What follows belongs to an exercise in optimizing a design on an open flow for small area, a short achievable clock period and few clock cycles per item; a production flow would make more cautious choices. Where RTL was checked, it was by simulation tests only, not by an equivalence proof against the original. Function not checked in run 1: the RTL went through the layout flow alone. Power figures rest on the tool's default switching activity, not on a simulated workload.

## design/flow/design.v

```verilog
`default_nettype none
module md_block_padder (
  input  wire logic        clk,
  input  wire logic        rst_n,
  input  wire logic        in_tvalid,
  output logic             in_tready,
  input  wire logic [7:0]  in_tdata,    
  input  wire logic [0:0]  in_tuser,    
  input  wire logic        in_tlast,    
  output logic             out_tvalid,
  input  wire logic        out_tready,
  output logic [39:0]      out_tdata,   
  output logic [0:0]       out_tuser,   
  output logic             out_tlast,   
  input  wire logic        cfg_valid,
  output logic             cfg_ready,
  input  wire logic [0:0]  cfg_data     
);
  localparam logic [1:0] BLK_DATA = 2'd0;   
  localparam logic [1:0] BLK_PAD  = 2'd1;   
  localparam logic [1:0] BLK_MARK = 2'd2;   
  localparam logic [1:0] BLK_LEN  = 2'd3;   
  logic [7:0]  mem [64];
  logic [5:0]  fill_r;      
  logic [54:0] blk_r;       
  logic        pend_r;      
  logic        job_r;       
  logic [1:0]  jt_r;        
  logic [5:0]  lim_r;       
  logic        jlast_r;     
  logic        jfol_r;      
  logic        jdat_r;      
  logic [3:0]  rp_r;        
  logic [15:0] rh_r;        
  logic        len_be_r;
  logic        rdy_r;       
  logic        ov_r;
  logic [31:0] od_r;
  logic [3:0]  oi_r;
  logic        ou_r;
  logic        ol_r;
  logic        acc, wr, tl, load;
  logic [5:0]  fill_n1, n_end;
  logic [31:0] word_nxt;
  logic [63:0] bits;
  logic [31:0] len_lo, len_hi;
  logic [63:0] dsel;
  logic        ov_n, pend_n, job_n, jlast_n, jfol_n, jdat_n, blk_clr, blk_inc;
  logic [1:0]  jt_n;
  logic [5:0]  fill_n, lim_n;
  logic [3:0]  rp_n;
  logic [15:0] rh_n;
  logic [3:0]  rdy_c;       
  assign cfg_ready = 1'b1;
  assign in_tready = rdy_r;
  assign acc       = in_tvalid && rdy_r;
  assign wr        = acc && in_tuser[0];
  assign tl        = acc && in_tlast;
  assign fill_n1   = fill_r + 6'd1;
  assign n_end     = wr ? fill_n1 : fill_r;
  assign load      = job_r && (!ov_r || out_tready);
  assign bits = {blk_r, lim_r, 3'b000};
  always_comb begin
    for (int b = 0; b < 4; b++) begin
      len_lo[8*b +: 8] = len_be_r ? bits[8*(7-b) +: 8] : bits[8*b +: 8];
      len_hi[8*b +: 8] = len_be_r ? bits[8*(3-b) +: 8] : bits[8*(4+b) +: 8];
    end
  end
  always_comb begin
    for (int p = 0; p < 64; p++) begin
      dsel[p] = rh_r[p/4] && ((jt_r == BLK_DATA) || ((jt_r != BLK_LEN) && (6'(p) < lim_r)));
    end
  end
  always_comb begin
    word_nxt = '0;
    for (int p = 0; p < 64; p++) begin
      word_nxt[8*(p%4) +: 8] = word_nxt[8*(p%4) +: 8] | (mem[p] & {8{dsel[p]}});
    end
    if ((jt_r == BLK_PAD) || (jt_r == BLK_MARK)) begin
      for (int l = 0; l < 4; l++) begin
        word_nxt[8*l+7] = word_nxt[8*l+7] | ((rp_r == lim_r[5:2]) && (lim_r[1:0] == 2'(l)));
      end
    end
    if ((jt_r == BLK_PAD) || (jt_r == BLK_LEN)) begin
      word_nxt = word_nxt | (len_lo & {32{rh_r[14]}}) | (len_hi & {32{rh_r[15]}});
    end
  end
  always_comb begin
    logic [5:0] f;
    logic       j, d, p;
    logic [1:0] t;
    ov_n    = load || (ov_r && !out_tready);
    pend_n  = pend_r;
    job_n   = job_r;
    jt_n    = jt_r;
    lim_n   = lim_r;
    jlast_n = jlast_r;
    jfol_n  = jfol_r;
    jdat_n  = jdat_r;
    rp_n    = rp_r;
    rh_n    = rh_r;
    fill_n  = fill_r;
    blk_clr = 1'b0;
    blk_inc = 1'b0;
    if (load) begin
      rp_n = rp_r + 4'd1;
      rh_n = {rh_r[14:0], rh_r[15]};
      if (rp_r == 4'd15) begin
        if (jfol_r) begin
          jt_n    = (jt_r == BLK_DATA) ? BLK_PAD : BLK_LEN;
          if (jt_r == BLK_DATA) lim_n = '0;
          jlast_n = 1'b1;
          jfol_n  = 1'b0;
          jdat_n  = 1'b0;
        end else begin
          job_n = 1'b0;
          if ((jt_r == BLK_PAD) || (jt_r == BLK_LEN)) blk_clr = 1'b1;
        end
      end
    end
    if (pend_r && !job_r) begin
      pend_n  = 1'b0;
      job_n   = 1'b1;
      jt_n    = (fill_r[5:3] == 3'd7) ? BLK_MARK : BLK_PAD;
      lim_n   = fill_r;
      jlast_n = (fill_r[5:3] != 3'd7);
      jfol_n  = (fill_r[5:3] == 3'd7);
      jdat_n  = (fill_r != 6'd0);
      fill_n  = '0;
    end
    for (int c = 0; c < 4; c++) begin
      f = fill_n;
      j = job_n;
      d = jdat_n;
      p = pend_n;
      if (c[1]) f = fill_n1;                  
      if (c[1] && (fill_r == 6'd63)) begin    
        j = 1'b1;
        d = 1'b1;
      end else if (c[0]) begin                
        if (job_r) begin
          p = 1'b1;
        end else begin
          j = 1'b1;
          d = (f != 6'd0);
          f = '0;
        end
      end
      rdy_c[c] = !p &&
                 !(j && ((d && ((rp_n < f[5:2]) || ((rp_n == f[5:2]) && ov_n))) ||
                         (f == 6'd63)));
    end
    if (acc) begin
      if (wr) fill_n = fill_n1;
      if (wr && (fill_r == 6'd63)) begin
        blk_inc = 1'b1;
        job_n   = 1'b1;
        jt_n    = BLK_DATA;
        jlast_n = !in_tlast;
        jfol_n  = in_tlast;
        jdat_n  = 1'b1;
      end else if (tl) begin
        if (job_r) begin
          pend_n = 1'b1;
        end else begin
          job_n   = 1'b1;
          jt_n    = (n_end[5:3] == 3'd7) ? BLK_MARK : BLK_PAD;
          lim_n   = n_end;
          jlast_n = (n_end[5:3] != 3'd7);
          jfol_n  = (n_end[5:3] == 3'd7);
          jdat_n  = (n_end != 6'd0);
          fill_n  = '0;
        end
      end
    end
  end
  always_ff @(posedge clk) begin
    if (wr) mem[fill_r] <= in_tdata;
  end
  always_ff @(posedge clk) begin
    if (load) begin
      od_r <= word_nxt;
      oi_r <= rp_r;
      ou_r <= (jt_r == BLK_PAD) || (jt_r == BLK_LEN);
      ol_r <= jlast_r && rh_r[15];
    end
  end
  always_ff @(posedge clk) begin
    if (!rst_n) begin
      ov_r     <= 1'b0;
      fill_r   <= '0;
      blk_r    <= '0;
      pend_r   <= 1'b0;
      job_r    <= 1'b0;
      jt_r     <= BLK_DATA;
      lim_r    <= '0;
      jlast_r  <= 1'b0;
      jfol_r   <= 1'b0;
      jdat_r   <= 1'b0;
      rp_r     <= '0;
      rh_r     <= 16'd1;
      rdy_r    <= 1'b0;
      len_be_r <= 1'b0;
    end else begin
      if (cfg_valid) len_be_r <= cfg_data[0];
      ov_r    <= ov_n;
      fill_r  <= fill_n;
      pend_r  <= pend_n;
      job_r   <= job_n;
      jt_r    <= jt_n;
      lim_r   <= lim_n;
      jlast_r <= jlast_n;
      jfol_r  <= jfol_n;
      jdat_r  <= jdat_n;
      rp_r    <= rp_n;
      rh_r    <= rh_n;
      rdy_r   <= acc ? rdy_c[{in_tuser[0], in_tlast}] : rdy_c[0];
      if (blk_clr) blk_r <= '0;
      else if (blk_inc) blk_r <= blk_r + 55'd1;
    end
  end
  assign out_tvalid = ov_r;
  assign out_tdata  = {4'h0, oi_r, od_r};
  assign out_tuser  = ou_r;
  assign out_tlast  = ol_r;
endmodule
`default_nettype wire
```

## design/flow/run.sh

```bash
#!/bin/bash
# synth_recipe.tcl (not shown) runs the flow's synth.tcl, then flattens the netlist and writes it again
# the make line also repeats each setting of config.mk as NAME=value (left out here)
make -C /OpenROAD-flow-scripts/flow DESIGN_CONFIG=/design/flow/config.mk WORK_HOME=/design/flow/orfs CLKGATE_MAP_FILE= SYNTH_SCRIPT=/design/flow/synth_recipe.tcl finish
```

## design/flow/config.mk

```make
export PLATFORM = sky130hd
export DESIGN_NAME = md_block_padder
export DESIGN_NICKNAME = md_block_padder
export VERILOG_FILES = /design/flow/design.v
export SDC_FILE = /design/flow/constraint.sdc
export NUM_CORES = 4
export LEC_CHECK = 0
export CAP_MARGIN = 20
export CORE_MARGIN = 2
export CORE_UTILIZATION = 40
export SETUP_SLACK_MARGIN = 2.8
export SLEW_MARGIN = 20
```

## design/flow/constraint.sdc

```tcl
create_clock -name core_clock -period 5.0 [get_ports {clk}]
set_input_delay 1.0000 -clock core_clock [delete_from_list [all_inputs] [get_ports {clk}]]
set_output_delay 1.0000 -clock core_clock [all_outputs]
set_load 0.01 [all_outputs]
```

==> key figures, run 1 <==
STA
  • Tcrit/Tclk final: 55.1%
  • Post-route minimum period: 2750 ps
  • Setup violators final: 0
  • Setup_tns: 0 ps
  • RSZ-0062 raised after global routing: yes
  • Final hold viol count: 0
  • Least-Margin Pin Slew: 813 ps
  • FMAX: 363 MHz
  • Worst Skew: 29.3 ps
  • Max Slew Vio Count: 0
  • Worst rel slew slack: 45.8%

Layout
  • ANT cells: 0
  • Nets: 2253
  • Area growth, synth to finish: 27.6%
  • Fillers: 5529
  • Layout cell share with drive strength beyond 1: 31.7%
  • Post-Route Utilization: 51.4%

Synthesis
  • Unique masters post-synth: 99
  • Synth Flop Type: edfxtp_1
  • Yosys Warn Count: 1
  • Sequential area share after synthesis: 68.3%
  • Dominant cells by area after synthesis: edfxtp_1, dfxtp_1, a222oi_1
  • Post-synth top area cell: edfxtp_1
  • EDFF count, synth: 550
  • Seq cells post-synth: 647
  • Post-Syn Instances: 1971
  • FFs w/ async S/R, synth: 0%
  • Synth Cell Area: 0.0270 sq mm
  • Syn Area/Cell: 13.7 sq um
  • Share of the synthesized area in the top cell type: 61.1%

Clock tree
  • CTS tree: built
  • Clock sink total: 647
  • Root Driver: clkbuf_16
  • Worst-skew pair later-pin latency: 630 ps
  • Clock buffer count from CTS: 71
  • # H-tree levels: 3
  • Clk slew on worst S/H paths: 60 ps
  • Max Root-Sink Buffers: 3

Power and ir drop
  • Design Power: 0.0118 W
  • Max IR drop VDD: 0.208 mV
  • Leakage power: 10.9 nW
  • Power density over the cells: 341 mW/mm^2

Run status
  • Run status: complete, no violations

Placed design
  • Number of port buffers: 55
  • Detail Placement HPWL: 50200 microns
  • Gpl congestion: 0.881

Detailed routing
  • Vias: 18700
  • Final WL: 81300 microns
  • Antenna Nets Post-Route: 0
  • DRC: 0
  • Via density: 5.96
  • Initial DRC Count: 2479
  • Wire per inst: 25.9 microns
  • First-pass iteration count of the detailed router: 7

Floorplanning
  • Starting density of the core: 40.3%
  • Die W: 264 microns
  • Vert. Die Dim: 264 microns
  • FP Rows: 95
  • Core area: 0.0670 sq mm
  • # IOs: 61
  • Full die area: 0.0697 sq mm

Global routing
  • First-pass GRT wire length: 120000 microns
  • GRT Overall Usage: 23.1%
  • Grt total ovfl: 0
  • Antenna violations before repair: 1
  • Pin count of the biggest net entering global routing: 65
  • Vias in the first global route: 18300

Worst setup path
  • Critical Path Fanout Max: 5
  • Arrival time of the worst setup path: 3110 ps
  • Setup CP Type: flip-flop to flip-flop
  • Worst Setup End Kind: flip-flop
  • CP Data Required Time: 5360 ps
  • Critical Path Start Type: flip-flop

Flow run
  • Max Cap Viol: 0

Worst hold path
  • Hold WC Path Type: flip-flop to flip-flop
[critical path, stage by stage (launching register included)]
cell and delay (ps):
dfxtp_4 390, inv_4 40, ha_4 190, buf_12 150
buf_6 120, and2_4 150, a41oi_4 250, a41oi_4 100
buf_12 180, a222oi_1 360, nand4_1 200, a211o_1 350
[registers in the layout (all words and copies together), names as in the netlist]
signal / cells
blk_r: 55
rdy_r: 1
jt_r: 2
len_be_r: 1
ol_r: 1
jdat_r: 1
od_r: 32
pend_r: 1
jlast_r: 1
jfol_r: 1
job_r: 1
fill_r: 6
ou_r: 1
rp_r: 4
mem: 512
ov_r: 1
lim_r: 6
oi_r: 4
rh_r: 16
[synth_stat cells, drive strengths merged (11+ instances only)]
cell type  number
o22ai          17
and2           22
ha             25
a221oi         26
a31oi          21
nor2          174
edfxtp        550
a211oi         15
inv            27
mux2i          27
a222oi         78
xor2           13
nor3           37
dfxtp          97
nand2         145
xnor2          45
a22oi          78
buf            51
o21ai          44
or3            15
clkbuf         50
a22o           20
o21a           11
and3           28
nand4          56
nand3          56
a21oi          75
mux2           27
[logic make-up (layout without fill, tap and decap cells)]
logic type	after synthesis	after routing	synth area share [%]
XOR/XNOR	58	58	1.88
AO/OA/AOI/OAI	463	463	13.3
AND/OR/NAND/NOR	593	594	11.0
buffers and inverters	129	414	2.30
adder cells (fa/ha/maj)	25	25	1.16
flip-flops	647	647	68.3
other	2	5	0.0278
multiplexers	54	54	2.12
[power by group]
group / internal, W / switching [W]
Clock: 0.00299 / 0.00213
Sequential: 0.00588 / 0.0000328
Combinational: 0.000290 / 0.000446
[per-stage QoR]
stage                     std cells  worst slack [ps]  hold slack, ps  area, sq um
after floorplan                1974              2160             445        28200
after global placement         2835              1040             486        29400
after detailed placement       2835               961             492        29400
after CTS                      3089              2330             504        33900
after global routing           3133              2200             533        34500
final                          3133              2250             512        34500
[final timing paths]
path | slack (ps) | start | endpoint | cells after the start
worst max register to register | 2250 | jt_r[0]$_SDFF_PN0_ | od_r[11]$_DFFE_PP_ | 11
worst min-delay path | 510 | rh_r[8]$_SDFFE_PN0P_ | rh_r[8]$_SDFFE_PN0P_ | 2
worst max-delay path | 2250 | jt_r[0]$_SDFF_PN0_ | od_r[11]$_DFFE_PP_ | 11
worst min register to register | 510 | rh_r[8]$_SDFFE_PN0P_ | rh_r[8]$_SDFFE_PN0P_ | 2
[cells in the final DEF (no fill, tap or decap), types with 58 or more instances in the layout]
cell | netlist | final
a22oi_1 | 78 | 68
a21oi_1 | 73 | 58
nor2_1 | 172 | 97
nor2_4 | 1 | 73
a222oi_1 | 78 | 78
clkbuf_16 | 0 | 71
edfxtp_1 | 550 | 550
dfxtp_1 | 97 | 77
nand2_1 | 145 | 131
buf_4 | 10 | 158
[what timing repair did]
item,4_1_cts,5_1_grt
gates cloned,4,0
setup buffers,129,44
endpoints found under the setup margin,699,487
pin swaps,107,57
hold buffers,0,0
gates resized for setup,423,55
[layout make-up]
cell class | count | area, sq um | share of cell area (%)
multi-input cells | 1199 | 10100 | 29.4
flip-flops and latches | 647 | 18500 | 53.7
clock inverters | 35 | 425 | 1.23
repair buffers | 265 | 2360 | 6.85
clock buffers | 86 | 1830 | 5.31
well taps | 873 | 1090 | 3.17
inverters | 28 | 124 | 0.359
[metal layers]
metal | track usage [%] | vias up | share of wire [%]
met1 | 31.6 | 9467 | 42
met5 | 0 | - | 0.014
met2 | 37.1 | 719 | 47
met4 | 8.32 | 2 | 3.7
met3 | 3.92 | 177 | 7.0
li1 | - | 8322 | -
==> run 2, diff against run 1 <==
--- a/design/flow/design.v
+++ b/design/flow/design.v
@@ -25,2 +25,4 @@
   logic [54:0] blk_r;       
+  logic        binc_r;      
+  logic [3:0]  bcy_r;       
   logic        pend_r;      
@@ -46,3 +48,4 @@
   logic [31:0] len_lo, len_hi;
-  logic [63:0] dsel;
+  logic [31:0] mword;
+  logic [3:0]  den, mk;
   logic        ov_n, pend_n, job_n, jlast_n, jfol_n, jdat_n, blk_clr, blk_inc;
@@ -52,3 +55,3 @@
   logic [15:0] rh_n;
-  logic [3:0]  rdy_c;       
+  logic        rdy_n;
   assign cfg_ready = 1'b1;
@@ -69,15 +72,16 @@
   always_comb begin
+    logic [5:0] pos;
+    mword = '0;
     for (int p = 0; p < 64; p++) begin
-      dsel[p] = rh_r[p/4] && ((jt_r == BLK_DATA) || ((jt_r != BLK_LEN) && (6'(p) < lim_r)));
-    end
-  end
-  always_comb begin
-    word_nxt = '0;
-    for (int p = 0; p < 64; p++) begin
-      word_nxt[8*(p%4) +: 8] = word_nxt[8*(p%4) +: 8] | (mem[p] & {8{dsel[p]}});
-    end
-    if ((jt_r == BLK_PAD) || (jt_r == BLK_MARK)) begin
-      for (int l = 0; l < 4; l++) begin
-        word_nxt[8*l+7] = word_nxt[8*l+7] | ((rp_r == lim_r[5:2]) && (lim_r[1:0] == 2'(l)));
-      end
+      mword[8*(p%4) +: 8] = mword[8*(p%4) +: 8] | (mem[p] & {8{rh_r[p/4]}});
+    end
+    for (int l = 0; l < 4; l++) begin
+      pos    = {rp_r, 2'(l)};
+      den[l] = (jt_r == BLK_DATA) || ((jt_r != BLK_LEN) && (pos < lim_r));
+      mk[l]  = ((jt_r == BLK_PAD) || (jt_r == BLK_MARK)) && (pos == lim_r);
+    end
+  end
+  always_comb begin
+    for (int l = 0; l < 4; l++) begin
+      word_nxt[8*l +: 8] = (mword[8*l +: 8] & {8{den[l]}}) | {mk[l], 7'd0};
     end
@@ -88,5 +92,2 @@
   always_comb begin
-    logic [5:0] f;
-    logic       j, d, p;
-    logic [1:0] t;
     ov_n    = load || (ov_r && !out_tready);
@@ -130,24 +131,2 @@
     end
-    for (int c = 0; c < 4; c++) begin
-      f = fill_n;
-      j = job_n;
-      d = jdat_n;
-      p = pend_n;
-      if (c[1]) f = fill_n1;                  
-      if (c[1] && (fill_r == 6'd63)) begin    
-        j = 1'b1;
-        d = 1'b1;
-      end else if (c[0]) begin                
-        if (job_r) begin
-          p = 1'b1;
-        end else begin
-          j = 1'b1;
-          d = (f != 6'd0);
-          f = '0;
-        end
-      end
-      rdy_c[c] = !p &&
-                 !(j && ((d && ((rp_n < f[5:2]) || ((rp_n == f[5:2]) && ov_n))) ||
-                         (f == 6'd63)));
-    end
     if (acc) begin
@@ -176,2 +155,26 @@
   end
+  always_comb begin
+    logic x_lt, x_eq, x_m1, x_p1;   
+    logic ld, ov1, ws, nj, j1, d1, hz, full;
+    x_lt = rp_r < fill_r[5:2];
+    x_eq = rp_r == fill_r[5:2];
+    x_m1 = (rp_r + 4'd1) == fill_r[5:2];
+    x_p1 = rp_r == (fill_r[5:2] + 4'd1);
+    ld  = job_r && (!ov_r || out_tready);
+    ov1 = ld || (ov_r && !out_tready);
+    ws  = wr && (fill_r[1:0] == 2'd3);
+    nj  = (wr && (fill_r == 6'd63)) || ((tl || pend_r) && !job_r);
+    j1  = job_r && !(ld && (rp_r == 4'd15) && !jfol_r);
+    d1  = jdat_r && !(ld && (rp_r == 4'd15) && jfol_r);
+    case ({ld, ws})
+      2'b10:   hz = (x_lt && !x_m1) || (x_m1 && ov1);
+      2'b01:   hz = x_lt || x_eq || (x_p1 && ov1);
+      default: hz = x_lt || (x_eq && ov1);
+    endcase
+    full = wr ? (fill_r == 6'd62) : (fill_r == 6'd63);
+    if (nj)
+      rdy_n = !ov1;
+    else
+      rdy_n = !(pend_r || (tl && job_r)) && !(j1 && ((d1 && hz) || full));
+  end
   always_ff @(posedge clk) begin
@@ -192,2 +195,4 @@
       blk_r    <= '0;
+      binc_r   <= 1'b0;
+      bcy_r    <= '0;
       pend_r   <= 1'b0;
@@ -216,5 +221,15 @@
       rh_r    <= rh_n;
-      rdy_r   <= acc ? rdy_c[{in_tuser[0], in_tlast}] : rdy_c[0];
-      if (blk_clr) blk_r <= '0;
-      else if (blk_inc) blk_r <= blk_r + 55'd1;
+      rdy_r   <= rdy_n;
+      binc_r <= blk_inc;
+      if (blk_clr) begin
+        blk_r <= '0;
+        bcy_r <= '0;
+      end else begin
+        for (int k = 0; k < 5; k++) begin
+          if ((k == 0) ? binc_r : bcy_r[k-1]) blk_r[11*k +: 11] <= blk_r[11*k +: 11] + 11'd1;
+        end
+        for (int k = 0; k < 4; k++) begin
+          bcy_r[k] <= ((k == 0) ? binc_r : bcy_r[k-1]) && (&blk_r[11*k +: 11]);
+        end
+      end
     end
==> design/flow/flow/run.sh (new file) <==
#!/bin/bash
# The standard layout (standard.sh: the ORFS run, standard synthesis
# unchanged), with two changes: the port buffers are buf_4 cells instead of the
# delay cells buffer_ports picks by default, and the resizer may swap a cell
# for one of another footprint. make's full output goes to flow_make.log.
set -euo pipefail
bash standard.sh MATCH_CELL_FOOTPRINT=0 \
  'BUFFER_PORTS_ARGS=-buffer_cell sky130_fd_sc_hd__buf_4' \
  finish > flow_make.log 2>&1
test -f out/final.def
==> design/flow/standard.sh (new file) <==
#!/bin/bash
# synth_recipe.tcl (not shown) runs the flow's synth.tcl, then flattens the netlist and writes it again
# the make line also repeats each setting of config.mk as NAME=value (left out here)
make -C /OpenROAD-flow-scripts/flow DESIGN_CONFIG=/design/flow/config.mk WORK_HOME=/design/flow/orfs CLKGATE_MAP_FILE= SYNTH_SCRIPT=/design/flow/synth_recipe.tcl "${@:-finish}"
removed: design/flow/run.sh
==> run 2 against run 1 <==
  * Still clean on timing, DRC and antenna
  * Non-clock buffer count decreased by 147
  * Setup slack improved by 530 ps
  * Cell count is 11% lower
  * Clock power grew 2%
  * Global-route usage is 0.79 points lower
  * Sequential cell count rose by 5
  * Design area is 11% lower
  * Sequential share of layout area rose by 7.1 points
  * Utilization is 3.8 points lower
  * Combinational power fell by about 50%
  * Critical path type is now flip-flop to output pin
  * Largest power group unchanged
==> key figures, run 2 <==
Flow run
  • Max Cap Viol: 0 (unchanged)

Power and ir drop
  • Cell-internal power: 0.00913 W (-0.40%)
  • Clock power frac: 45.2% (+1.7 points)
  • P_sw: 0.00238 W (-8.7%)
  • Combinational power share: 3.2% (-3.0 points)
  • Part of the power in registers: 51.5% (+1.2 points)
  • Design Power: 0.0115 W (-2.2%)
  • Switching Share: 20.7% (-1.5 points)
  • Max IR drop VDD: 0.214 mV (+2.9%)
  • Leakage power: 9.64 nW (-12%)
  • Power density over the cells: 376 mW/mm^2 (+10%)

Synthesis
  • Cell with the most instances after synthesis: edfxtp_1
  • Post-Synth Simple-Gate Area: 7.96% (-3.0 points)
  • Sequential area share after synthesis: 71.9% (+3.6 points)
  • Post-Syn Instances: 1815 (-7.9%)
  • Synth Flop Type: edfxtp_1
  • Syn Area/Cell: 14.2 sq um (+3.6%)
  • EDFF count, synth: 550 (unchanged)
  • Yosys Warn Count: 1 (unchanged)
  • Xor/xnor cell area share of the yosys netlist: 2.13% (+0.25 points)
  • Share of the synthesized area in the top cell type: 64.0% (+2.9 points)
  • Synth Cell Area: 0.0258 sq mm (-4.6%)
  • Compound-Gate Fraction of Synth Area: 12.1% (-1.1 points)
  • Seq cells post-synth: 652 (+0.77%)
  • Post-synth top area cell: edfxtp_1
  • FFs w/ async S/R, synth: 0% (unchanged)
  • Largest family of logic cells by synthesized area: compound AO/OA/AOI/OAI gates
  • Synth top cells by count: edfxtp_1, a22oi_1, nor2_1
  • Dominant cells by area after synthesis: edfxtp_1, dfxtp_1, a22oi_1
  • Mux cell area share after synthesis: 2.40% (+0.28 points)
  • Synth Area in Adders: 1.21% (+0.055 points)
  • Unique masters post-synth: 61 (-38%)

Global routing
  • Antenna violations before repair: 1 (unchanged)
  • Grt total ovfl: 0 (unchanged)
  • Pin count of the biggest net entering global routing: 65 (unchanged)
  • Vias in the first global route: 16100 (-12%)
  • GRT Overall Usage: 22.3% (-0.79 points)
  • First-pass GRT wire length: 109000 microns (-9.2%)

Layout
  • Most frequent cells in the layout: edfxtp_1, a22oi_1, nor2_1
  • Sequential Area: 0.0186 sq mm (+0.37%)
  • Post-Route Utilization: 47.7% (-3.8 points)
  • Area growth, synth to finish: 18.5%
  • Fillers: 5463 (-1.2%)
  • Multi-input logic area: 0.00749 sq mm (-26%)
  • Non-Filler Instances: 2796 (-11%)
  • Nets: 1929 (-14%)
  • ANT cells: 0 (unchanged)
  • Final Cell Area: 0.0306 sq mm (-11%)
  • Layout cell share with drive strength beyond 1: 20.7% (-11 points)
  • Regs by FF count: mem x512, blk_r x55, od_r x32
  • Most common cell after layout, fill and taps aside: edfxtp_1
  • Biggest register: mem
  • Max reg flops: 512 (unchanged)

STA
  • Post-route minimum period: 2220 ps (-534 ps)
  • Tcrit/Tclk final: 44.4% (-11 points)
  • RSZ-0062 raised after global routing: yes
  • Worst rel slew slack: 42.7% (-3.2 points)
  • Setup_tns: 0 ps (unchanged)
  • Worst Skew: 18.0 ps (-11.3 ps)
  • Max Slew Vio Count: 0 (unchanged)
  • FMAX: 451 MHz (+24%)
  • Setup violators final: 0 (unchanged)
  • Least-Margin Pin Slew: 858 ps (+45.7 ps)
  • Final hold viol count: 0 (unchanged)

Floorplanning
  • Starting density of the core: 40.2% (-0.081 points)
  • Core area: 0.0641 sq mm (-4.4%)
  • # IOs: 61 (unchanged)
  • FP Rows: 93 (-2.1%)
  • Vert. Die Dim: 258 microns (-2.3%)
  • Full die area: 0.0666 sq mm (-4.5%)
  • Die W: 258 microns (-2.3%)

Worst setup path
  • Critical Path Fanout Max: 1 (-4)
  • Crit path max-delay family: flip-flops
  • Critical Path Start Type: flip-flop
  • Critical path buffers and inverters: 1 (-3)
  • Worst Setup End Kind: output pin
  • Arrival time of the worst setup path: 1220 ps (-1890 ps)
  • Crit path largest cell delay: 460 ps (+70 ps)
  • CP Data Required Time: 4000 ps (-1360 ps)
  • Worst path slowest cell: edfxtp_1
  • Setup CP Type: flip-flop to output pin
  • Cells along the critical path: buf_6

Detailed routing
  • Final WL: 75200 microns (-7.4%)
  • Wire per inst: 26.9 microns (+3.7%)
  • Initial DRC Count: 1739 (-30%)
  • DRC: 0 (unchanged)
  • First-pass iteration count of the detailed router: 5 (-2)
  • Vias: 16600 (-11%)
  • Via density: 5.93 (-0.50%)
  • Antenna Nets Post-Route: 0 (unchanged)

Clock tree
  • CTS tree: built
  • Clock sink total: 652 (+0.77%)
  • Max Root-Sink Buffers: 3 (unchanged)
  • Root Driver: clkbuf_16
  • Clk slew on worst S/H paths: 60 ps (about the same)
  • # H-tree levels: 3 (unchanged)
  • Worst-skew pair later-pin latency: 600 ps (-30 ps)
  • Clock buffer count from CTS: 68 (-4.2%)

Placed design
  • Gpl congestion: 0.859 (-2.4%)
  • Number of port buffers: 55 (unchanged)
  • Cell Area, Placed: 0.0276 sq mm (-6.4%)
  • Inst Count DP: 2645 (-6.7%)
  • Detail Placement HPWL: 46600 microns (-7.3%)

Run status
  • Run status: complete, no violations

Worst hold path
  • Hold WC Path Type: flip-flop to flip-flop
==> run 2: cell types whose count changed after synthesis, sizes merged, moves of 24 or more <==
cell / delta
a22o: +32
a222oi: -76
nand3: +25
clkbuf: +41
a21oi: -44
a22oi: +112
nand2: -52
a221oi: +24
buf: -24
==> run 2: path summary, 6_finish.rpt <==
kind,start,end,slack (ps),cells past startpoint
worst min register to register,pend_r$_SDFF_PN0_,pend_r$_SDFF_PN0_,500,2
worst max register to register,rh_r[2]$_SDFFE_PN0P_,od_r[18]$_DFFE_PP_,2790,5
worst min-delay path,pend_r$_SDFF_PN0_,pend_r$_SDFF_PN0_,500,2
worst max-delay path,od_r[7]$_DFFE_PP_,out_tdata[7],2780,1
==> run 2: cell type report <==
class | count | share of cell area, %
clock buffer | 91 | 6.15
sequential | 652 | 60.8
multi-input combinational | 1024 | 24.5
inverter | 24 | 0.307
timing repair buffer | 118 | 3.49
clock inverter | 32 | 1.26
tap | 855 | 3.50
==> run 2: power groups by stage <==
stage	Sequential [W]	Clock, W	Combinational (W)
floorplan	0.00604	0	0.000161
CTS	0.00594	0.00526	0.000355
detailed placement	0.00605	0	0.000343
global route	0.00593	0.00546	0.000395
global placement	0.00605	0	0.000341
finish	0.00593	0.00521	0.000370
==> run 2: timing repair <==
item | in CTS | in global routing
endpoints found under the setup margin | 564 | 269
gates resized for setup | 68 | 46
pin swaps | 14 | 7
hold buffers | 0 | 0
setup buffers | 22 | 6
==> run 2: per-stage QoR <==
step	hold WS [ps]	worst slack [ps]
final	496	2780
after global placement	485	1040
after detailed placement	479	909
after global routing	531	2740
after CTS	497	2730
after floorplan	455	2210
==> run 2: routing by layer <==
layer	up-vias	GRT usage, %	wire length [microns]
met2	828	36.2	35800
met3	130	4.70	6690
met5	-	0	15
met4	2	7.34	2150
met1	8396	29.9	30500
li1	7237	-	-
==> run 2: cell families after synthesis <==
| kind of cell | count (synthesis) |
|---|---|
| simple gates | 456 |
| flops | 652 |
| xor+xnor | 62 |
| fa+ha+maj | 25 |
| other cells | 2 |
| mux | 56 |
| compound gates | 420 |
| buf+inv | 142 |
Testbench counts of run 2, summed over its fixed seeds: cycles 36,349, bytes 33,373.
==> run 3, diff against run 2 <==
--- a/design/flow/config.mk
+++ b/design/flow/config.mk
@@ -10,3 +10,3 @@
 export CORE_UTILIZATION = 40
-export SETUP_SLACK_MARGIN = 2.8
+export SETUP_SLACK_MARGIN = 3.3
 export SLEW_MARGIN = 20
==> run 3 against run 2 <==
  * Power is 1.2% lower
  * Clock skew is 4.0 ps lower
  * Still clean on timing, DRC and antenna
  * Cell count is 7.8% higher
  * Area after synthesis stayed put
==> key figures, run 3 <==
Synthesis
  • Seq cells post-synth: 652 (unchanged)
  • FFs w/ async S/R, synth: 0% (unchanged)
  • Syn Area/Cell: 14.2 sq um (unchanged)
  • Share of the synthesized area in the top cell type: 64.0% (unchanged)
  • Synth Cell Area: 0.0258 sq mm (unchanged)
  • Yosys Warn Count: 1 (unchanged)
  • Post-Syn Instances: 1815 (unchanged)
  • Unique masters post-synth: 61 (unchanged)
  • Post-synth top area cell: edfxtp_1
  • Cell with the most instances after synthesis: edfxtp_1
  • Synth Flop Type: edfxtp_1
  • EDFF count, synth: 550 (unchanged)
  • Sequential area share after synthesis: 71.9% (unchanged)
  • Synth top cells by count: edfxtp_1, a22oi_1, nor2_1
  • Dominant cells by area after synthesis: edfxtp_1, dfxtp_1, a22oi_1

Worst setup path
  • Crit path max-delay family: flip-flops
  • Setup CP Type: flip-flop to output pin
  • CP Data Required Time: 4000 ps (about the same)
  • FF-to-FF Start: jt_r[0]$_SDFF_PN0_
  • Arrival time of the worst setup path: 1170 ps (-50 ps)
  • Critical path buffers and inverters: 1 (unchanged)
  • Reg2reg setup slack: 2990 ps (+200 ps)
  • Worst R2R End: od_r[7]$_DFFE_PP_
  • Worst Setup End Kind: output pin
  • Critical Path Start Type: flip-flop
  • R2R depth: 5 (unchanged)
  • Critical Path Fanout Max: 1 (unchanged)
  • Crit path largest cell delay: 430 ps (-30 ps)
  • Cells along the critical path: buf_6
  • Setup crit start: od_r[23]$_DFFE_PP_
  • Worst path slowest cell: edfxtp_1

Clock tree
  • Hold-fix buffers, CTS: 0 (unchanged)
  • Clock buffer count from CTS: 67 (-1.5%)
  • # H-tree levels: 3 (unchanged)
  • Root Driver: clkbuf_16
  • Max Root-Sink Buffers: 3 (unchanged)
  • CTS tree: built
  • Worst-skew pair later-pin latency: 610 ps (about the same)
  • Clk slew on worst S/H paths: 60 ps (about the same)
  • Clock sink total: 652 (unchanged)

Floorplanning
  • Full die area: 0.0666 sq mm (unchanged)
  • Core area: 0.0641 sq mm (unchanged)
  • Die W: 258 microns (unchanged)
  • Starting density of the core: 40.2% (unchanged)
  • # IOs: 61 (unchanged)
  • FP Rows: 93 (unchanged)
  • Vert. Die Dim: 258 microns (unchanged)

Global routing
  • Grt total ovfl: 0 (unchanged)
  • Vias in the first global route: 17500 (+9.1%)
  • First-pass GRT wire length: 121000 microns (+11%)
  • Antenna violations before repair: 0 (-1)
  • GRT Overall Usage: 24.8% (+2.5 points)
  • Pin count of the biggest net entering global routing: 65 (unchanged)

STA
  • Setup_tns: 0 ps (unchanged)
  • Final hold viol count: 0 (unchanged)
  • FMAX: 460 MHz (+2.0%)
  • RSZ-0062 raised after global routing: yes
  • Max Slew Vio Count: 0 (unchanged)
  • Least-Margin Pin Slew: 840 ps (-18.1 ps)
  • Worst Skew: 14.0 ps (-4.04 ps)
  • Setup violators final: 0 (unchanged)
  • Post-route minimum period: 2170 ps (-44.5 ps)
  • Tcrit/Tclk final: 43.5% (-0.89 points)
  • Worst rel slew slack: 44.0% (+1.3 points)

Layout
  • Nets: 2146 (+11%)
  • Biggest register: mem
  • Final Cell Area: 0.0350 sq mm (+14%)
  • ANT cells: 0 (unchanged)
  • Most common cell after layout, fill and taps aside: edfxtp_1
  • Area growth, synth to finish: 35.6%
  • Regs by FF count: mem x512, blk_r x55, od_r x32
  • Max reg flops: 512 (unchanged)
  • Fillers: 4864 (-11%)
  • Layout cell share with drive strength beyond 1: 38.6% (+18 points)
  • Most frequent cells in the layout: edfxtp_1, a22oi_1, buf_4

Run status
  • Run status: complete, no violations

Detailed routing
  • Antenna Nets Post-Route: 0 (unchanged)
  • Final WL: 85100 microns (+13%)
  • DRC: 0 (unchanged)
  • Initial DRC Count: 2315 (+33%)
  • Wire per inst: 28.2 microns (+4.9%)
  • First-pass iteration count of the detailed router: 6 (+1)
  • Via density: 6.04 (+1.8%)
  • Vias: 18200 (+9.8%)

Placed design
  • Number of port buffers: 55 (unchanged)
  • Detail Placement HPWL: 45900 microns (-1.4%)
  • Gpl congestion: 0.860 (about the same)
  • Cell Area, Placed: 0.0277 sq mm (+0.65%)

Power and ir drop
  • Leakage power: 11.4 nW (+18%)
  • Max IR drop VDD: 0.211 mV (-1.3%)
  • Power density over the cells: 325 mW/mm^2 (-14%)

Worst hold path
  • Hold WC Path Type: flip-flop to flip-flop
  • Worst hold path endpoint: oi_r[0]$_DFFE_PP_
  • WHS Path Cells: 0 (-2)
  • Hold_sp: rp_r[0]$_SDFFE_PN0P_

Flow run
  • Max Cap Viol: 0 (unchanged)
## run 3: cell counts after synthesis
No cell type changed its count.
## run 3: area by class of cell
| cell class | instances | area, sq um | area share (%) |
|---|---|---|---|
| Sequential cell | 652 | 18700 | 53.4 |
| Multi-Input combinational cell | 1026 | 8980 | 25.7 |
| Timing Repair Buffer | 331 | 3980 | 11.4 |
| Clock buffer | 90 | 1830 | 5.22 |
| Tap cell | 855 | 1070 | 3.06 |
| Clock inverter | 34 | 298 | 0.851 |
| Inverter | 24 | 134 | 0.383 |
| Timing Repair inverter | 3 | 30.0 | 0.0858 |
## run 3: worst max path at each step
stage / to / cells past startpoint
global route: out_tdata[8] / 1
floorplan: mem[48][0]$_DFFE_PP_ / 5
CTS: out_tdata[23] / 1
finish: out_tdata[23] / 1
detailed placement: blk_r[8]$_SDFFE_PP0P_ / 8
global placement: blk_r[1]$_SDFFE_PP0P_ / 8
## run 3: routing by layer
layer / track usage [%] / share of wire (%) / wire [microns]
met5: 0 / 0 / 0
met4: 7.90 / 3.9 / 3330
met3: 4.78 / 9.4 / 7990
met2: 39.8 / 47 / 39900
met1: 34.2 / 40 / 33900
## run 3: power by group
group | internal (W) | total (W) | switching, W
Clock | 0.00279 | 0.00488 | 0.00209
Sequential | 0.00590 | 0.00592 | 0.0000206
Combinational | 0.000224 | 0.000571 | 0.000347
## run 3: logic make-up after synthesis
logic type | count (synthesis) | synth area share (%)
AO/OA/AOI/OAI | 420 | 12.1
XOR/XNOR | 62 | 2.13
adder cells (fa/ha/maj) | 25 | 1.21
buffers and inverters | 142 | 2.20
flip-flops | 652 | 71.9
multiplexers | 56 | 2.40
other | 2 | 0.0291
AND/OR/NAND/NOR | 456 | 7.96
## run 3: repair_timing
item                                    4_1_cts  5_1_grt
setup buffers                               190       41
endpoints found under the setup margin      723      667
pin swaps                                   136      121
gates cloned                                 20        1
gates resized for setup                     402      139
## run 3: per-stage QoR
stage	hold WS, ps	setup slack, ps	utilization (%)	power, W	std cells
detailed placement	480	1390	43.3	0.00640	2639
CTS	506	2810	53.0	0.0113	2973
floorplan	455	2210	-	0.00622	1818
global route	499	2800	54.6	0.0116	3015
global placement	468	1470	43.3	0.00639	2639
finish	493	2830	54.6	0.0114	3015
==> run 4, diff against run 3 <==
==> design/flow/flow/run.sh (replaced) <==
#!/bin/bash
# The standard layout (standard.sh: the ORFS run, standard synthesis
# unchanged), with three changes: the port buffers are buf_4 cells instead of
# the delay cells buffer_ports picks by default, the resizer may swap a cell
# for one of another footprint, and clock tree synthesis adds no dummy loads.
# make's full output goes to flow_make.log.
set -euo pipefail
bash standard.sh MATCH_CELL_FOOTPRINT=0 \
  'BUFFER_PORTS_ARGS=-buffer_cell sky130_fd_sc_hd__buf_4' \
  'CTS_ARGS=-sink_clustering_enable -repair_clock_nets -dont_use_dummy_load' \
  finish > flow_make.log 2>&1
test -f out/final.def
--- a/design/flow/config.mk
+++ b/design/flow/config.mk
@@ -10,3 +10,3 @@
 export CORE_UTILIZATION = 40
-export SETUP_SLACK_MARGIN = 3.3
+export SETUP_SLACK_MARGIN = 2.8
 export SLEW_MARGIN = 20
==> run 4 against run 3 <==
  * Register-to-register slack worse by 190 ps
  * Utilization is 7.8 points lower
  * Largest cell class unchanged
  * Via count is 11% lower
  * Still clean on timing, DRC and antenna
  * Critical path type unchanged
  * Sequential share of layout area is 8.7 points higher
==> key figures, run 4 <==
Flow run
  • Max Cap Viol: 0 (unchanged)

Detailed routing
  • DRC: 0 (unchanged)
  • Wire per inst: 27.4 microns (-2.9%)
  • Vias: 16300 (-11%)
  • Via density: 5.95 (-1.5%)
  • Antenna Nets Post-Route: 0 (unchanged)
  • First-pass iteration count of the detailed router: 6 (unchanged)
  • Initial DRC Count: 2070 (-11%)
  • Final WL: 75000 microns (-12%)

Worst hold path
  • Worst hold path endpoint: bcy_r[3]$_SDFF_PP0_
  • Hold WC Path Type: flip-flop to flip-flop
  • Hold_sp: blk_r[43]$_SDFFE_PP0P_
  • WHS Path Cells: 1 (+1)

Synthesis
  • EDFF count, synth: 550 (unchanged)
  • Synth top cells by count: edfxtp_1, a22oi_1, nor2_1
  • Post-Syn Instances: 1815 (unchanged)
  • Yosys Warn Count: 1 (unchanged)
  • Synth Flop Type: edfxtp_1
  • Cell with the most instances after synthesis: edfxtp_1
  • FFs w/ async S/R, synth: 0% (unchanged)
  • Synth Cell Area: 0.0258 sq mm (unchanged)
  • Dominant cells by area after synthesis: edfxtp_1, dfxtp_1, a22oi_1
  • Unique masters post-synth: 61 (unchanged)
  • Sequential area share after synthesis: 71.9% (unchanged)
  • Syn Area/Cell: 14.2 sq um (unchanged)
  • Seq cells post-synth: 652 (unchanged)
  • Post-synth top area cell: edfxtp_1
  • Share of the synthesized area in the top cell type: 64.0% (unchanged)

Power and ir drop
  • P_sw: 0.00220 W (-10%)
  • Cell-internal power: 0.00840 W (-5.8%)
  • Leakage power: 9.36 nW (-18%)
  • Switching Share: 20.8% (-0.81 points)
  • Max IR drop VDD: 0.213 mV (+0.93%)
  • Design Power: 0.0106 W (-6.7%)
  • Clock power frac: 40.6% (-2.3 points)
  • Part of the power in registers: 56.0% (+3.9 points)
  • Combinational power share: 3.5% (-1.5 points)
  • Power density over the cells: 354 mW/mm^2 (+8.9%)

Floorplanning
  • Core area: 0.0641 sq mm (unchanged)
  • FP Rows: 93 (unchanged)
  • Starting density of the core: 40.2% (unchanged)
  • Vert. Die Dim: 258 microns (unchanged)
  • Die W: 258 microns (unchanged)
  • Full die area: 0.0666 sq mm (unchanged)
  • # IOs: 61 (unchanged)

STA
  • Final hold viol count: 0 (unchanged)
  • Max Slew Vio Count: 0 (unchanged)
  • FMAX: 450 MHz (-2.2%)
  • Worst rel slew slack: 42.3% (-1.7 points)
  • Setup_tns: 0 ps (unchanged)
  • Setup violators final: 0 (unchanged)
  • RSZ-0062 raised after global routing: yes
  • Post-route minimum period: 2220 ps (+48.7 ps)
  • Worst Skew: 36.8 ps (+22.8 ps)
  • Tcrit/Tclk final: 44.5% (+0.97 points)
  • Least-Margin Pin Slew: 864 ps (+23.6 ps)

Worst setup path
  • Worst Setup End Kind: output pin
  • Critical Path Fanout Max: 1 (unchanged)
  • Cells along the critical path: buf_6
  • Critical Path Start Type: flip-flop
  • FF-to-FF Start: rh_r[2]$_SDFFE_PN0P_
  • Worst R2R End: od_r[18]$_DFFE_PP_
  • CP Data Required Time: 4000 ps (about the same)
  • Worst path slowest cell: edfxtp_1
  • Reg2reg setup slack: 2800 ps (-190 ps)
  • Crit path max-delay family: flip-flops
  • Critical path buffers and inverters: 1 (unchanged)
  • Setup CP Type: flip-flop to output pin
  • R2R depth: 5 (unchanged)
  • Setup crit start: od_r[7]$_DFFE_PP_
  • Arrival time of the worst setup path: 1220 ps (+50 ps)
  • Crit path largest cell delay: 450 ps (+20 ps)

Layout
  • Regs by FF count: mem x512, blk_r x55, od_r x32
  • Most common cell after layout, fill and taps aside: edfxtp_1
  • Area growth, synth to finish: 16.1%
  • Max reg flops: 512 (unchanged)
  • Layout cell share with drive strength beyond 1: 19.6% (-19 points)
  • Biggest register: mem
  • Nets: 1924 (-10%)
  • ANT cells: 0 (unchanged)
  • Most frequent cells in the layout: edfxtp_1, a22oi_1, nor2_1

Global routing
  • Antenna violations before repair: 1 (+1)
  • First-pass GRT wire length: 109000 microns (-11%)
  • Vias in the first global route: 15900 (-9.4%)
  • GRT Overall Usage: 22.2% (-2.6 points)
  • Grt total ovfl: 0 (unchanged)
  • Pin count of the biggest net entering global routing: 65 (unchanged)

Clock tree
  • Root Driver: clkbuf_16
  • Worst-skew pair later-pin latency: 610 ps (about the same)
  • Clock buffer count from CTS: 68 (+1.5%)
  • # H-tree levels: 3 (unchanged)
  • Clock sink total: 652 (unchanged)
  • CTS tree: built
  • Max Root-Sink Buffers: 3 (unchanged)
  • Clk slew on worst S/H paths: 60 ps (about the same)

Run status
  • Run status: complete, no violations

Placed design
  • Gpl congestion: 0.859 (about the same)
  • Number of port buffers: 55 (unchanged)
  • Detail Placement HPWL: 46600 microns (+1.5%)
## run 4: cell type report
class	count	area (sq um)
timing repair buffer	113	1030
inverter	24	93.8
tap	855	1070
multi-input combinational	1024	7480
fill	5505	34200
clock buffer	68	1700
sequential	652	18600
## run 4: per-stage QoR
step | cells | util [%] | area [sq um] | hold slack (ps) | setup slack [ps]
after floorplan | 1818 | - | 26300 | 455 | 2210
after global placement | 2644 | 43.0 | 27500 | 485 | 1040
after detailed placement | 2645 | 43.0 | 27600 | 479 | 909
after CTS | 2722 | 46.3 | 29700 | 497 | 2720
after global routing | 2736 | 46.7 | 30000 | 526 | 2710
final | 2736 | 46.7 | 30000 | 496 | 2780
## run 4: layer usage
layer | global-route usage, % | part of all wire (%) | vias to the layer above
met2 | 35.8 | 47 | 786
met3 | 4.66 | 8.8 | 131
met4 | 7.16 | 2.7 | 2
met5 | 0 | 0.017 | -
met1 | 30.0 | 41 | 8192
li1 | - | - | 7171
## run 4: timing repair
| item | CTS | global route |
|---|---|---|
| resized for setup | 72 | 36 |
| hold buffers | 0 | 0 |
| buffers inserted | 9 | 14 |
| hold endpoints to repair | 0 | 0 |
| pin swaps | 6 | 9 |
| setup endpoints to repair | 566 | 124 |
## run 4: how the worst max path moves through the flow
stage | to | cells after the start
floorplan | mem[48][0]$_DFFE_PP_ | 5
global placement | mem[33][2]$_DFFE_PP_ | 4
detailed placement | mem[33][6]$_DFFE_PP_ | 4
CTS | jlast_r$_SDFF_PN0_ | 7
global route | rdy_r$_SDFF_PN0_ | 8
finish | out_tdata[7] | 1
## run 4: cell families after synthesis
kind of cell | after synthesis | synth area share, %
DFF | 652 | 71.9
and+or+nand+nor | 456 | 7.96
AOI/OAI and AO/OA | 420 | 12.1
buffers and inverters | 142 | 2.20
xor gates and xnor gates | 62 | 2.13
muxes | 56 | 2.40
adders and majority gates | 25 | 1.21
other | 2 | 0.0291
## run 4: power groups by stage
stage               combinational, W  sequential (W)  clock, W
floorplan                   0.000161         0.00604         0
global placement            0.000341         0.00605         0
detailed placement          0.000343         0.00605         0
CTS                         0.000355         0.00594   0.00436
global route                0.000393         0.00594   0.00453
finish                      0.000368         0.00594   0.00430
==> run 5, diff against run 4 <==
==> design/flow/run.sh (new file) <==
#!/bin/bash
# synth_recipe.tcl (not shown) runs the flow's synth.tcl, then flattens the netlist and writes it again
# the make line also repeats each setting of config.mk as NAME=value (left out here)
make -C /OpenROAD-flow-scripts/flow DESIGN_CONFIG=/design/flow/config.mk WORK_HOME=/design/flow/orfs CLKGATE_MAP_FILE= SYNTH_SCRIPT=/design/flow/synth_recipe.tcl finish
--- a/design/flow/config.mk
+++ b/design/flow/config.mk
@@ -9,3 +9,3 @@
 export CORE_MARGIN = 2
-export CORE_UTILIZATION = 40
+export CORE_UTILIZATION = 55
 export SETUP_SLACK_MARGIN = 2.8
removed: design/flow/flow/run.sh
removed: design/flow/standard.sh
==> run 5 against run 4 <==
  * Hold slack got worse by 33 ps
  * Synthesized cell count unchanged
  * Wire length increased by 2.8%
  * Sequential share of layout area decreased by 1.2 points
  * Global-route usage increased by 10 points
  * Register-to-register slack improved by 20 ps
  * Cell count decreased by 5.5%
  * Via count increased by 3.3%
  * Utilization increased by 19 points
  * Area after synthesis unchanged
  * Sequential power about the same
  * Critical endpoint is now jlast_r$_SDFF_PN0_
  * Largest cell class unchanged
  * Largest power group unchanged
==> key figures, run 5 <==
Clock tree
  • Clock buffer count from CTS: 67 (-1.5%)
  • Root Driver: clkbuf_16
  • CTS tree: built
  • Clock sink total: 652 (unchanged)
  • # H-tree levels: 3 (unchanged)
  • Clk slew on worst S/H paths: 60 ps (about the same)
  • Max Root-Sink Buffers: 3 (unchanged)
  • Hold-fix buffers, CTS: 0 (unchanged)
  • Worst-skew pair later-pin latency: 610 ps (about the same)

STA
  • Setup violators final: 0 (unchanged)
  • Setup_tns: 0 ps (unchanged)
  • Least-Margin Pin Slew: 1060 ps (+193 ps)
  • Max Slew Vio Count: 0 (unchanged)
  • Worst Skew: 19.3 ps (-17.6 ps)
  • Post-route minimum period: 2210 ps (-8.57 ps)
  • Tcrit/Tclk final: 44.3% (-0.17 points)
  • Final hold viol count: 0 (unchanged)
  • RSZ-0062 raised after global routing: yes
  • Worst rel slew slack: 29.6% (-13 points)
  • FMAX: 452 MHz (+0.39%)

Worst setup path
  • Cells along the critical path: dlygate4sd2_1, nand3_1, or2_4, xnor2_2, a41oi_1, nor3_1, nor3_1
  • Arrival time of the worst setup path: 2680 ps (+1460 ps)
  • Critical Path Start Type: input port
  • Setup CP Type: input port to flip-flop
  • Crit path max-delay family: simple AND/OR/NAND/NOR gates
  • Crit path largest cell delay: 450 ps (about the same)
  • Worst path slowest cell: or2_4
  • CP Data Required Time: 5460 ps (+1460 ps)
  • Critical path buffers and inverters: 1 (unchanged)
  • Worst Setup End Kind: flip-flop
  • Critical Path Fanout Max: 11 (+10)
  • CP dominant cell by count: nor3_1

Detailed routing
  • Final WL: 77100 microns (+2.8%)
  • Via density: 6.51 (+9.4%)
  • First-pass iteration count of the detailed router: 6 (unchanged)
  • Antenna Nets Post-Route: 0 (unchanged)
  • Initial DRC Count: 1887 (-8.8%)
  • Vias: 16800 (+3.3%)
  • DRC: 0 (unchanged)
  • Wire per inst: 29.8 microns (+8.8%)

Placed design
  • Gpl congestion: 0.888 (+3.3%)
  • Number of port buffers: 55 (unchanged)
  • Detail Placement HPWL: 48100 microns (+3.3%)

Global routing
  • Antenna violations before repair: 2 (+1)
  • Pin count of the biggest net entering global routing: 59 (-9.2%)
  • GRT Overall Usage: 32.2% (+10 points)
  • First-pass GRT wire length: 111000 microns (+2.4%)
  • Vias in the first global route: 16300 (+3.0%)
  • Grt total ovfl: 0 (unchanged)

Layout
  • Regs by FF count: mem x512, blk_r x55, od_r x32
  • Multi-input logic area: 0.00755 sq mm (+0.94%)
  • Layout cell share with drive strength beyond 1: 22.5% (+3.0 points)
  • Sequential Area: 0.0186 sq mm (+0.13%)
  • Post-Route Utilization: 65.8% (+19 points)
  • Most frequent cells in the layout: edfxtp_1, a22oi_1, nor2_1
  • Most common cell after layout, fill and taps aside: edfxtp_1
  • Nets: 1970 (+2.4%)
  • ANT cells: 0 (unchanged)
  • Max reg flops: 512 (unchanged)
  • Biggest register: mem
  • Fillers: 3407 (-38%)
  • Area growth, synth to finish: 18.5%

Synthesis
  • Sequential area share after synthesis: 71.9% (unchanged)
  • Post-synth top area cell: edfxtp_1
  • Seq cells post-synth: 652 (unchanged)
  • Yosys Warn Count: 1 (unchanged)
  • Post-Syn Instances: 1815 (unchanged)
  • Unique masters post-synth: 61 (unchanged)
  • Cell with the most instances after synthesis: edfxtp_1
  • Synth Cell Area: 0.0258 sq mm (unchanged)
  • EDFF count, synth: 550 (unchanged)
  • Synth Flop Type: edfxtp_1
  • Dominant cells by area after synthesis: edfxtp_1, dfxtp_1, a22oi_1
  • FFs w/ async S/R, synth: 0% (unchanged)
  • Synth top cells by count: edfxtp_1, a22oi_1, nor2_1
  • Syn Area/Cell: 14.2 sq um (unchanged)
  • Share of the synthesized area in the top cell type: 64.0% (unchanged)

Floorplanning
  • Starting density of the core: 55.5% (+15 points)
  • Core area: 0.0465 sq mm (-28%)
  • Die W: 221 microns (-14%)
  • FP Rows: 79 (-15%)
  • # IOs: 61 (unchanged)
  • Full die area: 0.0487 sq mm (-27%)
  • Vert. Die Dim: 221 microns (-14%)

Run status
  • Run status: complete, no violations

Worst hold path
  • Hold WC Path Type: flip-flop to flip-flop

Power and ir drop
  • Leakage power: 9.82 nW (+4.9%)
  • Max IR drop VDD: 0.315 mV (+48%)
  • Power density over the cells: 364 mW/mm^2 (+2.9%)

Flow run
  • Max Cap Viol: 0 (unchanged)
[run 5: cell counts after synthesis]
Identical to the previous run, type by type.
[run 5: where the power goes]
group / internal [W] / switching [W] / leakage, nW
Sequential: 0.00591 / 0.0000234 / 5.79
Combinational: 0.000118 / 0.000271 / 3.02
Clock: 0.00275 / 0.00207 / 1.02
Total: 0.00877 / 0.00236 / 9.82
[run 5: routing by layer]
| layer | global-route usage [%] | vias to the layer above | part of all wire (%) |
|---|---|---|---|
| met1 | 44.1 | 8513 | 40 |
| met3 | 5.77 | 166 | 8.3 |
| met5 | 0 | - | 0.035 |
| li1 | - | 7315 | - |
| met4 | 12.6 | 4 | 3.7 |
| met2 | 51.8 | 828 | 48 |
[run 5: through the flow]
stage	instance area [sq um]	cells	setup slack (ps)	hold slack (ps)	power [W]
floorplan	26300	1818	2370	455	0.00621
global placement	27300	2406	1270	427	0.00640
detailed placement	27300	2406	1160	459	0.00640
CTS	30000	2550	2780	467	0.0112
global route	30600	2585	2730	485	0.0114
finish	30600	2585	2790	463	0.0111
[run 5: worst paths after layout]
path | startpoint | endpoint | slack [ps] | cells after the start
worst max-delay path | in_tuser[0] | jlast_r$_SDFF_PN0_ | 2790 | 7
worst min-delay path | rh_r[13]$_SDFFE_PN0P_ | rh_r[14]$_SDFFE_PN0P_ | 460 | 2
worst max register to register | rh_r[2]$_SDFFE_PN0P_ | od_r[17]$_DFFE_PP_ | 2820 | 6
worst min register to register | rh_r[13]$_SDFFE_PN0P_ | rh_r[14]$_SDFFE_PN0P_ | 460 | 2
[run 5: what timing repair did]
action / CTS / global route
resized for setup: 277 / 41
pin swaps: 12 / 34
hold endpoints to repair: 0 / 0
buffers inserted: 22 / 35
gates cloned: 4 / 0
endpoints found under the setup margin: 720 / 342
[run 5: logic make-up after synthesis]
family | share of synthesized area, %
other | 0.0291
adder cells (fa/ha/maj) | 1.21
buffers and inverters | 2.20
flip-flops | 71.9
XOR/XNOR | 2.13
AO/OA/AOI/OAI | 12.1
multiplexers | 2.40
AND/OR/NAND/NOR | 7.96
[run 5: worst reg2reg max path, stage by stage (launching register included)]
cell,delay (ps)
dfxtp_1,320
buf_4,300
a22o_1,300
a221oi_1,220
nand3_1,190
nor2_1,340
o22ai_1,200
[run 5: area by class of cell]
class | instances | share of cell area (%)
repair buffers | 159 | 4.74
inverters | 24 | 0.340
clock inverters | 30 | 0.753
flip-flops and latches | 652 | 60.9
well taps | 607 | 2.48
multi-input cells | 1025 | 24.7
clock buffers | 88 | 6.11
==> run 6, diff against run 5 <==
--- a/design/flow/config.mk
+++ b/design/flow/config.mk
@@ -9,3 +9,3 @@
 export CORE_MARGIN = 2
-export CORE_UTILIZATION = 55
+export CORE_UTILIZATION = 40
 export SETUP_SLACK_MARGIN = 2.8
==> run 6 against run 5 <==
  * Sequential cell count did not move
  * Die area up 37%
  * Combinational power increased by 1%
  * Still clean
  * Sequential share of layout area rose by 0.055 points
  * Utilization is 18 points lower
  * Setup slack better by 32 ps
  * Via count is 0.13% lower
  * Critical path depth decreased by 2
  * Hold slack better by 27 ps
  * Wire length down 0.30%
  * Register-to-register slack about the same
==> key figures, run 6 <==
STA
  • Least-Margin Pin Slew: 888 ps (-168 ps)
  • Final Worst Setup Slack: 2820 ps (+32.0 ps)
  • Post-route minimum period: 2180 ps (-32.0 ps)
  • Tcrit/Tclk final: 43.7% (-0.64 points)
  • Setup_tns: 0 ps (unchanged)
  • Final hold viol count: 0 (unchanged)
  • FMAX: 458 MHz (+1.5%)
  • Max Slew Vio Count: 0 (unchanged)
  • Worst Skew: 26.8 ps (+7.51 ps)
  • Setup violators final: 0 (unchanged)
  • Worst rel slew slack: 40.7% (+11 points)
  • RSZ-0062 raised after global routing: yes

Power and ir drop
  • Clock power frac: 44.0% (+0.8 points)
  • Max IR drop VDD: 0.277 mV (-12%)
  • Part of the power in registers: 52.5% (-0.8 points)
  • Combinational power share: 3.5% (about the same)
  • Power density over the cells: 370 mW/mm^2 (+1.5%)
  • Cell-internal power: 0.00891 W (+1.6%)
  • Switching Share: 21.1% (-0.14 points)
  • Leakage power: 9.64 nW (-1.8%)
  • P_sw: 0.00238 W (+0.74%)

Worst hold path
  • Hold WC Path Type: flip-flop to flip-flop
  • WHS Path Cells: 2 (unchanged)

Synthesis
  • Synth top cells by count: edfxtp_1, a22oi_1, nor2_1
  • Cell with the most instances after synthesis: edfxtp_1
  • Post-Syn Instances: 1815 (unchanged)
  • Syn Area/Cell: 14.2 sq um (unchanged)
  • Synth Cell Area: 0.0258 sq mm (unchanged)
  • Seq cells post-synth: 652 (unchanged)
  • Yosys Warn Count: 1 (unchanged)
  • Synth Flop Type: edfxtp_1
  • Sequential area share after synthesis: 71.9% (unchanged)
  • Unique masters post-synth: 61 (unchanged)
  • Share of the synthesized area in the top cell type: 64.0% (unchanged)
  • FFs w/ async S/R, synth: 0% (unchanged)
  • EDFF count, synth: 550 (unchanged)
  • Post-synth top area cell: edfxtp_1
  • Dominant cells by area after synthesis: edfxtp_1, dfxtp_1, a22oi_1

Clock tree
  • Hold-fix buffers, CTS: 0 (unchanged)
  • # H-tree levels: 3 (unchanged)
  • Worst-skew pair later-pin latency: 620 ps (about the same)
  • Clock sink total: 652 (unchanged)
  • CTS tree: built
  • Clock buffer count from CTS: 68 (+1.5%)
  • Max Root-Sink Buffers: 3 (unchanged)
  • Root Driver: clkbuf_16
  • Clk slew on worst S/H paths: 60 ps (about the same)

Layout
  • Biggest register: mem
  • Most frequent cells in the layout: edfxtp_1, a22oi_1, nor2_1
  • Post-Route Utilization: 47.6% (-18 points)
  • Regs by FF count: mem x512, blk_r x55, od_r x32
  • Layout cell share with drive strength beyond 1: 22.0% (-0.51 points)
  • Fillers: 5532 (+62%)
  • Non-Filler Instances: 2806 (+8.5%)
  • ANT cells: 0 (unchanged)
  • Max reg flops: 512 (unchanged)
  • Most common cell after layout, fill and taps aside: edfxtp_1
  • Area growth, synth to finish: 18.4% (about the same)
  • Nets: 1946 (-1.2%)

Detailed routing
  • Vias: 16800 (-0.13%)
  • DRC: 0 (unchanged)
  • Wire per inst: 27.4 microns (-8.2%)
  • Via density: 5.99 (-8.0%)
  • Initial DRC Count: 2052 (+8.7%)
  • Final WL: 76800 microns (-0.30%)
  • Antenna Nets Post-Route: 0 (unchanged)
  • First-pass iteration count of the detailed router: 9 (+3)

Worst setup path
  • Setup crit start: rh_r[11]$_SDFFE_PN0P_
  • Worst R2R End: od_r[21]$_DFFE_PP_
  • Worst setup path end: od_r[21]$_DFFE_PP_
  • FF-to-FF Start: rh_r[11]$_SDFFE_PN0P_
  • CP Data Required Time: 5320 ps (-140 ps)
  • Setup CP Type: flip-flop to flip-flop
  • Critical Path Start Type: flip-flop
  • Arrival time of the worst setup path: 2500 ps (-180 ps)
  • Worst Setup End Kind: flip-flop
  • Critical Path Fanout Max: 34 (+23)
  • Reg2reg setup slack: 2820 ps (about the same)
  • R2R depth: 5 (-1)

Run status
  • Run status: complete, no violations

Flow run
  • Max Cap Viol: 0 (unchanged)

Global routing
  • Vias in the first global route: 16400 (+0.018%)
  • Pin count of the biggest net entering global routing: 69 (+17%)
  • First-pass GRT wire length: 111000 microns (+0.19%)
  • Antenna violations before repair: 0 (-2)
  • GRT Overall Usage: 22.9% (-9.3 points)
  • Grt total ovfl: 0 (unchanged)

Floorplanning
  • # IOs: 61 (unchanged)
  • Starting density of the core: 40.2% (-15 points)
  • Die W: 258 microns (+17%)
  • Full die area: 0.0666 sq mm (+37%)
  • FP Rows: 93 (+18%)
  • Vert. Die Dim: 258 microns (+17%)
  • Core area: 0.0641 sq mm (+38%)

Placed design
  • Number of port buffers: 55 (unchanged)
  • Inst Count DP: 2654 (+10%)
  • Gpl congestion: 0.908 (+2.2%)
  • Detail Placement HPWL: 48300 microns (+0.34%)
  • Post-place setup slack: 1370 ps (+210 ps)
==> run 6: cell count changes in the layout (fill, tap and decap cells not counted), sizes merged, moves of 2 or more <==
cell,before,now
buf,148,125
clkbuf,89,84
dlygate4sd2,3,1
clkinv,24,27
clkinvlp,6,2
bufinv,2,6
==> run 6: repair_timing <==
item / 4_1_cts / 5_1_grt
setup endpoints to repair: 718 / 392
resized for setup: 282 / 39
cloned: 3 / 0
pin swaps: 10 / 13
hold endpoints to repair: 0 / 0
buffers inserted: 15 / 18
==> run 6: worst max-delay path, stage by stage (launching register included) <==
cell	delay [ps]
dfxtp_1	310
buf_4	310
a221oi_1	440
nand3_1	210
nor2_1	440
o22ai_1	160
==> run 6: worst min-delay path by stage <==
stage                               startpoint               endpoint  slack [ps]
after floorplan              pend_r$_SDFF_PN0_      pend_r$_SDFF_PN0_         450
after global placement    rh_r[9]$_SDFFE_PN0P_  rh_r[10]$_SDFFE_PN0P_         460
after detailed placement  rh_r[9]$_SDFFE_PN0P_  rh_r[10]$_SDFFE_PN0P_         460
after CTS                 rh_r[9]$_SDFFE_PN0P_  rh_r[10]$_SDFFE_PN0P_         470
after global routing      rh_r[9]$_SDFFE_PN0P_   rh_r[9]$_SDFFE_PN0P_         500
final                     rh_r[9]$_SDFFE_PN0P_  rh_r[10]$_SDFFE_PN0P_         490
==> run 6: metal layers <==
metal / up-vias / GRT usage (%) / wire (microns)
met5: - / 0 / 0
met1: 8445 / 30.2 / 29800
li1: 7272 / - / -
met3: 173 / 6.27 / 7960
met4: 0 / 8.09 / 2630
met2: 914 / 36.7 / 36400
==> run 6: power by group through the flow <==
stage                     combinational, W  clock (W)  sequential, W
after floorplan                   0.000161          0        0.00604
after global placement            0.000355          0        0.00605
after detailed placement          0.000357          0        0.00605
after CTS                         0.000376    0.00504        0.00593
after global routing              0.000417    0.00526        0.00593
final                             0.000393    0.00497        0.00593
==> run 6: layout make-up <==
class | instances | area [sq um] | area share, %
Clock buffer | 82 | 1810 | 5.91
Sequential cell | 652 | 18600 | 60.9
Multi-Input combinational cell | 1025 | 7540 | 24.7
Timing Repair Buffer | 134 | 1070 | 3.49
Inverter | 24 | 97.6 | 0.320
Clock inverter | 34 | 354 | 1.16
Tap cell | 855 | 1070 | 3.50
==> run 6: metrics by stage <==
| stage | total power, W | hold WS, ps | instance area, sq um |
|---|---|---|---|
| 6_report | 0.0113 | 490 | 30500 |
| 5_1_grt | 0.0116 | 503 | 30500 |
| 4_1_cts | 0.0113 | 465 | 30200 |
| 3_5_place_dp | 0.00641 | 464 | 27600 |
| 3_3_place_gp | 0.00640 | 456 | 27600 |
| 2_1_floorplan | 0.00621 | 455 | 26300 |
==> run 6: cells by family after synthesis <==
group	synth area share (%)
mux	2.40
xor+xnor	2.13
fa+ha+maj	1.21
buf+inv	2.20
compound gates	12.1
other cells	0.0291
simple gates	7.96
flops	71.9

## separate check: timing with driven ports
The flow's constraints put no driver on any port. The routed layouts listed below were extracted and timed again, unchanged, in two steps.
Step 1: set_driving_cell puts a clkbuf_16 on clk and a buf_2 on each other input, an assumption about the parent block.
Step 2 also shifts input and output timing later by t, the mid clock arrival at the registers, as if the neighbouring blocks saw the same clock.
a / b / c = ideal ports / drivers / drivers and shift; a / b = the first two.
run	shift t [ns]	slack for setup (ns)	latest minus earliest clock arrival (ns)
run 1	0.673	2.247 / 2.247 / 1.953	0.031 / 0.031
run 2	0.652	2.781 / 2.723 / 2.203	0.022 / 0.022
run 3	0.661	2.826 / 2.765 / 2.398	0.017 / 0.017
run 4	0.646	2.777 / 2.717 / 2.181	0.038 / 0.038
run 5	0.659	2.785 / 2.752 / 2.158	0.020 / 0.019
run 6	0.662	2.817 / 2.778 / 2.202	0.029 / 0.028
After both steps every run listed still meets setup and hold. For run 5, which loses most, drivers alone change the setup slack by -0.033 ns; drivers and shift together by -0.627 ns.
